What follows belongs to an exercise in optimizing a design on an open flow for a short achievable clock period and few clock cycles; a production flow would make more cautious choices.
Power figures rest on the tool's default switching activity, not on a simulated workload.

==> flow/design.v (excerpt) <==
module vixen_top (
    input  logic                clk,
    input  logic                rst_n,
    output logic                mem_en,
    output logic                mem_wr,
    output logic                mem_wide,
    output logic [16-1:0] mem_addr,
    output logic [16-1:0] mem_din,
    input  logic [16-1:0] mem_dout
);
==> flow/config.mk <==
export PLATFORM = sky130hd
export DESIGN_NAME = vixen_top
export DESIGN_NICKNAME = vixen_top
export VERILOG_FILES = /design/flow/design.v
export SDC_FILE = /design/flow/constraint.sdc
export NUM_CORES = 4
export LEC_CHECK = 0
export ABC_CLOCK_PERIOD_IN_PS = 2500
export CAP_MARGIN = 30
export CORE_MARGIN = 2
export CORE_UTILIZATION = 40
export SETUP_SLACK_MARGIN = 5
export SLEW_MARGIN = 30
==> flow/constraint.sdc <==
create_clock -name core_clock -period 8.0 [get_ports {clk}]
set_input_delay 1.6000 -clock core_clock [delete_from_list [all_inputs] [get_ports {clk}]]
set_output_delay 1.6000 -clock core_clock [all_outputs]
set_load 0.01 [all_outputs]
run.sh (not shown) runs the stock make flow with config.mk's settings and CLKGATE_MAP_FILE= SYNTH_SCRIPT=/design/flow/synth_recipe.tcl, a recipe that flattens the netlist after the stock synthesis.
Then changed:
--- a/flow/design.v
+++ b/flow/design.v
@@ -115,42 +115,42 @@
         conds = {z | (n ^ v), ~z & ~(n ^ v), n ^ v, ~(n ^ v), ~c | z, c & ~z,
                  ~v, v, ~n, n, ~c, c, ~z, z};
     endfunction
     logic [13:0] cond_vec, c_csel;
     logic        cond_true;
     assign cond_true = |(cond_vec & c_csel);
     logic        e_cin;
-    logic [15:0] ag, ap, cy;
+    logic [15:0] ag, at, ap, cy;
     logic [15:0] sum;
     logic        sum_c;
     assign e_cin = (c_cin_fc & fc) | c_cin_one;
     always_comb begin
-        logic [15:0] g, p;
+        logic [15:0] g, t;
         g = opA & opBx;
-        p = opA ^ opBx;
-        g[0] = g[0] | (p[0] & e_cin);
+        t = opA | opBx;
         for (int l = 0; l < 4; l++) begin
-            logic [15:0] g2, p2;
-            g2 = g; p2 = p;
+            logic [15:0] g2, t2;
+            g2 = g; t2 = t;
             for (int i = 0; i < 16; i++) begin
                 if ((i >> l) & 1) begin
                     int j;
                     j = ((i >> l) << l) - 1;
-                    g2[i] = g[i] | (p[i] & g[j]);
-                    p2[i] = p[i] & p[j];
+                    g2[i] = g[i] | (t[i] & g[j]);
+                    t2[i] = t[i] & t[j];
                 end
             end
-            g = g2; p = p2;
+            g = g2; t = t2;
         end
         ag = g;                  
+        at = t;                  
         ap = opA ^ opBx;
     end
-    assign cy    = {ag[14:0], e_cin};
+    assign cy    = {ag[14:0] | (at[14:0] & {15{e_cin}}), e_cin};
     assign sum   = ap ^ cy;
-    assign sum_c = ag[15];
+    assign sum_c = ag[15] | (at[15] & e_cin);
     logic z_sum;
     assign z_sum = &(ap ~^ {opA[14:0] | opBx[14:0], e_cin});
     logic [15:0] shl, shr;
     logic        shl_c, shr_c;
     assign {shl_c, shl} = {1'b0, opA} << e_sh;
     assign {shr, shr_c} = {opA, 1'b0} >> e_sh;
     logic [15:0] res_o, res;
@@ -222,28 +222,29 @@
     assign d_tgt = d_fq ? tgt_q : tgt_f;
     logic [15:0] rfa_f, rfb_f, rfa_q, rfb_q, va, vb;
     logic [3:0]  fa_i, fb_i, qa_i, qb_i;
     assign fa_i = mem_dout[3:0];
     assign fb_i = mem_dout[7:4];
     assign qa_i = q_i[0][3:0];
     assign qb_i = q_i[0][7:4];
-    assign rfa_f = fa_i == 4'hF ? d_npc : rf[fa_i];
-    assign rfb_f = fb_i == 4'hF ? d_npc : rf[fb_i];
-    assign rfa_q = qa_i == 4'hF ? d_npc : rf[qa_i];
-    assign rfb_q = qb_i == 4'hF ? d_npc : rf[qb_i];
-    logic        sub_f;
-    logic [15:0] rfxs [0:15];
-    logic [15:0] rfbx_f;
-    assign sub_f = mem_dout[15:13] == 3'b000 &&
-                   (mem_dout[12:8] == 5'b00011 || mem_dout[12:8] == 5'b00101 || mem_dout[12:8] == 5'b01101);
+    logic [15:0] dec_fa, dec_fb;
     always_comb begin
-        for (int k = 0; k < 15; k++) rfxs[k] = rf[k] ^ {16{sub_f}};
-        rfxs[15] = d_npc ^ {16{sub_f}};
+        for (int k = 0; k < 16; k++) begin
+            dec_fa[k] = fa_i == 4'(k);
+            dec_fb[k] = fb_i == 4'(k);
+        end
+        rfa_f = {16{dec_fa[15]}} & d_npc;
+        rfb_f = {16{dec_fb[15]}} & d_npc;
+        for (int k = 0; k < 15; k++) begin
+            rfa_f = rfa_f | ({16{dec_fa[k]}} & rf[k]);
+            rfb_f = rfb_f | ({16{dec_fb[k]}} & rf[k]);
+        end
     end
-    assign rfbx_f = rfxs[fb_i];
+    assign rfa_q = qa_i == 4'hF ? d_npc : rf[qa_i];
+    assign rfb_q = qb_i == 4'hF ? d_npc : rf[qb_i];
     function automatic logic [2:0] hits(input logic [3:0] k);
         hits = {e_we && k == e_rd, wb_v && k == wb_rd, ldd_v && k == ldd_rt && k != 4'hF};
     endfunction
     logic [2:0] h_fa, h_fb, h_qa, h_qb, h_a, h_b;
     assign h_fa = hits(fa_i);
     assign h_fb = hits(fb_i);
     assign h_qa = hits(qa_i);
@@ -270,15 +271,15 @@
         va  = ({16{s_ea}} & res) | ({16{s_wa}} & wb_val) | ({16{s_la}} & ld_val) |
               ({16{s_qa}} & rfa_q) | ({16{s_fa}} & rfa_f);
         vb  = ({16{s_eb}} & res) | ({16{s_wb}} & wb_val) | ({16{s_lb}} & ld_val) |
               ({16{s_qb}} & rfb_q) | ({16{s_fb}} & rfb_f);
         vbx = d_addi ? immx :
               (({16{s_eb}} & (res ^ subm)) | ({16{s_wb}} & (wb_val ^ subm)) |
                ({16{s_lb}} & (ld_val ^ subm)) | ({16{s_qb}} & (rfb_q ^ subm)) |
-               ({16{s_fb}} & rfbx_f));
+               ({16{s_fb}} & (rfb_f ^ subm)));
     end
     logic [1:0] cnt_next;
     logic       cons_sure, fetch_ok, pop;
     logic [1:0] cnt_in;
     logic [2:0] cnt_fl;
     assign cnt_in    = qcnt + {1'b0, ret_v};                     
     assign cnt_fl    = {1'b0, cnt_in} + {2'b0, bus_fetch};
Outcome:
- routed wire length went up by 8.3%
- clock skew grows by 9.1 ps
- total power shrinks by 2.4%
- non-clock buffer count went up by 59
- register-to-register slack improves by 70 ps
- synthesized cell count increases by 2.8%
- via count is higher by 3.8%
- area after synthesis falls by 1.7%
- die area goes down by 1.6%
- design area stays flat
- cell count increases by 2.6%
No functional check of the RTL was part of any run of this note.


Setup of old:
vixen_top, a different RTL version from the one above (not shown whole).
Size in the first run: ~4,100 cells after synthesis, roughly 690 flip-flops, ~0.043 mm² of cells after synthesis.
## vixen_top
module vixen_top (
    input  logic                clk,
    input  logic                rst_n,
    output logic                mem_en,
    output logic                mem_wr,
    output logic                mem_wide,
    output logic [16-1:0] mem_addr,
    output logic [16-1:0] mem_din,
    input  logic [16-1:0] mem_dout
);
Settings: LEC_CHECK=0, ABC_CLOCK_PERIOD_IN_PS=2500, CAP_MARGIN=30, CORE_MARGIN=2, CORE_UTILIZATION=40, SETUP_SLACK_MARGIN=5, SLEW_MARGIN=30; clock period 8.0 ns.
--- input diff old..new ---
--- a/flow/design.v
+++ b/flow/design.v
@@ -29,17 +29,16 @@
     logic        ret_v;                  
     logic [15:0] ret_npc;                
     logic        ldd_v;                  
     logic [3:0]  ldd_rt;
     logic        ldd_wide;
     logic [1:0]  qcnt;
     logic [15:0] q_i  [0:2];
     logic [15:0] q_npc [0:2];
-    logic [15:0] q_tgt [0:2];            
     logic        e_v;
     logic [15:0] e_npc, e_imm, e_tgt;
     logic [15:0] opA, opB, opBx;         
     logic [3:0]  e_rd, e_sh;
     logic [4:0]  e_off;
     logic        c_sum, c_movb, c_mvn, c_and, c_orr, c_eor, c_bic, c_shl, c_shr, c_imm;
     logic        c_cin_fc, c_cin_one;
     logic        c_wr, c_wnz, c_wc, c_wv;
@@ -111,48 +110,48 @@
             n_imm = 1'b1;
             n_wr  = 1'b1;
         end
     end
     function automatic logic [13:0] conds(input logic n, input logic z, input logic c, input logic v);
         conds = {z | (n ^ v), ~z & ~(n ^ v), n ^ v, ~(n ^ v), ~c | z, c & ~z,
                  ~v, v, ~n, n, ~c, c, ~z, z};
     endfunction
-    logic [13:0] c_csel;
+    logic [13:0] cond_vec, c_csel;
     logic        cond_true;
-    assign cond_true = |(conds(fn, fz, fc, fv) & c_csel);
+    assign cond_true = |(cond_vec & c_csel);
     logic        e_cin;
-    logic [15:0] ag, ap, cy;
+    logic [15:0] ag, at, ap, cy;
     logic [15:0] sum;
     logic        sum_c;
     assign e_cin = (c_cin_fc & fc) | c_cin_one;
     always_comb begin
-        logic [15:0] g, p;
+        logic [15:0] g, t;
         g = opA & opBx;
-        p = opA ^ opBx;
-        g[0] = g[0] | (p[0] & e_cin);
+        t = opA | opBx;
         for (int l = 0; l < 4; l++) begin
-            logic [15:0] g2, p2;
-            g2 = g; p2 = p;
+            logic [15:0] g2, t2;
+            g2 = g; t2 = t;
             for (int i = 0; i < 16; i++) begin
                 if ((i >> l) & 1) begin
                     int j;
                     j = ((i >> l) << l) - 1;
-                    g2[i] = g[i] | (p[i] & g[j]);
-                    p2[i] = p[i] & p[j];
+                    g2[i] = g[i] | (t[i] & g[j]);
+                    t2[i] = t[i] & t[j];
                 end
             end
-            g = g2; p = p2;
+            g = g2; t = t2;
         end
         ag = g;                  
+        at = t;                  
         ap = opA ^ opBx;
     end
-    assign cy    = {ag[14:0], e_cin};
+    assign cy    = {ag[14:0] | (at[14:0] & {15{e_cin}}), e_cin};
     assign sum   = ap ^ cy;
-    assign sum_c = ag[15];
+    assign sum_c = ag[15] | (at[15] & e_cin);
     logic z_sum;
     assign z_sum = &(ap ~^ {opA[14:0] | opBx[14:0], e_cin});
     logic [15:0] shl, shr;
     logic        shl_c, shr_c;
     assign {shl_c, shl} = {1'b0, opA} << e_sh;
     assign {shr, shr_c} = {opA, 1'b0} >> e_sh;
     logic [15:0] res_o, res;
     logic        res_c, res_n, res_z, res_v;
@@ -214,17 +213,17 @@
     assign block    = redirect || e_hold || jwait || e_halting || halted;
     assign adv      = d_v && !kill && !haz && !block;
     assign consumed = d_v && (adv || kill);
     logic        dred;
     logic [15:0] d_tgt;
     assign dred  = adv && d_br && !(e_v && (c_ld || c_st));
     logic [15:0] tgt_f, tgt_q;
     assign tgt_f = ret_npc + {{3{mem_dout[11]}}, mem_dout[11:0], 1'b0};
-    assign tgt_q = q_tgt[0];
+    assign tgt_q = q_npc[0] + {{3{q_i[0][11]}}, q_i[0][11:0], 1'b0};
     assign d_tgt = d_fq ? tgt_q : tgt_f;
     logic [15:0] rfa_f, rfb_f, rfa_q, rfb_q, va, vb;
     logic [3:0]  fa_i, fb_i, qa_i, qb_i;
     assign fa_i = mem_dout[3:0];
     assign fb_i = mem_dout[7:4];
     assign qa_i = q_i[0][3:0];
     assign qb_i = q_i[0][7:4];
     assign rfa_f = fa_i == 4'hF ? d_npc : rf[fa_i];
@@ -336,29 +335,29 @@
         c_pr <= d_pr; c_halt <= n_halt;
         ret_npc  <= mem_addr + 16'd2;
         ldd_rt   <= bus_rt;
         ldd_wide <= mem_wide;
         for (int i = 0; i < 3; i++) begin
             if (pop ? (i + 1 >= qcnt) : (i == qcnt)) begin
                 q_i[i]  <= mem_dout;
                 q_npc[i] <= ret_npc;
-                q_tgt[i] <= tgt_f;
             end else if (pop) begin
                 q_i[i]  <= q_i[i < 2 ? i + 1 : 2];
                 q_npc[i] <= q_npc[i < 2 ? i + 1 : 2];
-                q_tgt[i] <= q_tgt[i < 2 ? i + 1 : 2];
             end
         end
     end
     always_ff @(posedge clk) begin
         if (!rst_n) begin
             for (int i = 0; i < 15; i++) rf[i] <= 16'd0;
             fn <= 1'b0; fz <= 1'b0; fc <= 1'b0; fv <= 1'b0;
+            cond_vec <= conds(1'b0, 1'b0, 1'b0, 1'b0);
         end else begin
+            cond_vec <= conds(fn_n, fz_n, fc_n, fv_n);
             if (ldd_v && ldd_rt != 4'hF)
                 rf[ldd_rt] <= ld_val;
             if (wb_v)
                 rf[wb_rd] <= wb_val;
             if (e_v && c_br && c_bl)
                 rf[14] <= e_npc;
             fn <= fn_n; fz <= fz_n; fc <= fc_n; fv <= fv_n;
         end
==> summary.txt <==
Comparing the two runs side by side, new comes out ahead of old on worst hold margin. old → new: synthesized cell count saw a decrease, switching power summed over all nets saw a decrease. new and old ended up with roughly the same initial core utilization. Remaining antenna violation count came out exactly the same in old and new. Going from old to new, number of inserted filler cells in the final layout fell 357, met1 track demand over resource in global routing increased 0.71 points, routed length on met1 higher, slew at the pin closest to its max-slew limit went up by 0.058 ns. Max first-pass GRT wire length across old and new: new. new vs old: layout clock buffer count down by a few percent. Compared new vs old, and power is down in new. Comparing old and new, the higher routed wire length was measured on new.
Function was not checked in any run of this note: the RTL went through the layout flow alone.

==> static timing again, ports no longer ideal <==
Ports are ideal in the flow. The routed layouts listed here were re-timed in OpenROAD.
Step 1 sets driving cells, clkbuf_16 on the clock port and buf_2 on the other inputs (assumed; they add their load-dependent delay and slew).
Step 2 adds t to the input delays and takes it off the output delays; t is the mean of the earliest and latest rising clock arrival at the registers after step 1. Input paths then give back, and output paths get back, about the clock's delay inside the block.
a / b / c = ideal / step 1 / step 2; a / b = the first two.
run | t (ns) | setup slack, ns | slew at the worst register clock pin (ns)
the first run of note 1 | 0.737 | 4.550 / 4.550 / 3.887 | 0.07 / 0.07
the second run of note 1 | 0.720 | 4.556 / 4.426 / 3.706 | 0.08 / 0.08
old | 0.732 | 4.603 / 4.578 / 3.847 | 0.07 / 0.07
new | 0.728 | 4.724 / 4.520 / 3.792 | 0.07 / 0.07
After both steps every run listed still meets setup and hold. The setup slack of new, which loses most, moves by -0.204 ns with the drivers and by -0.932 ns with both steps.
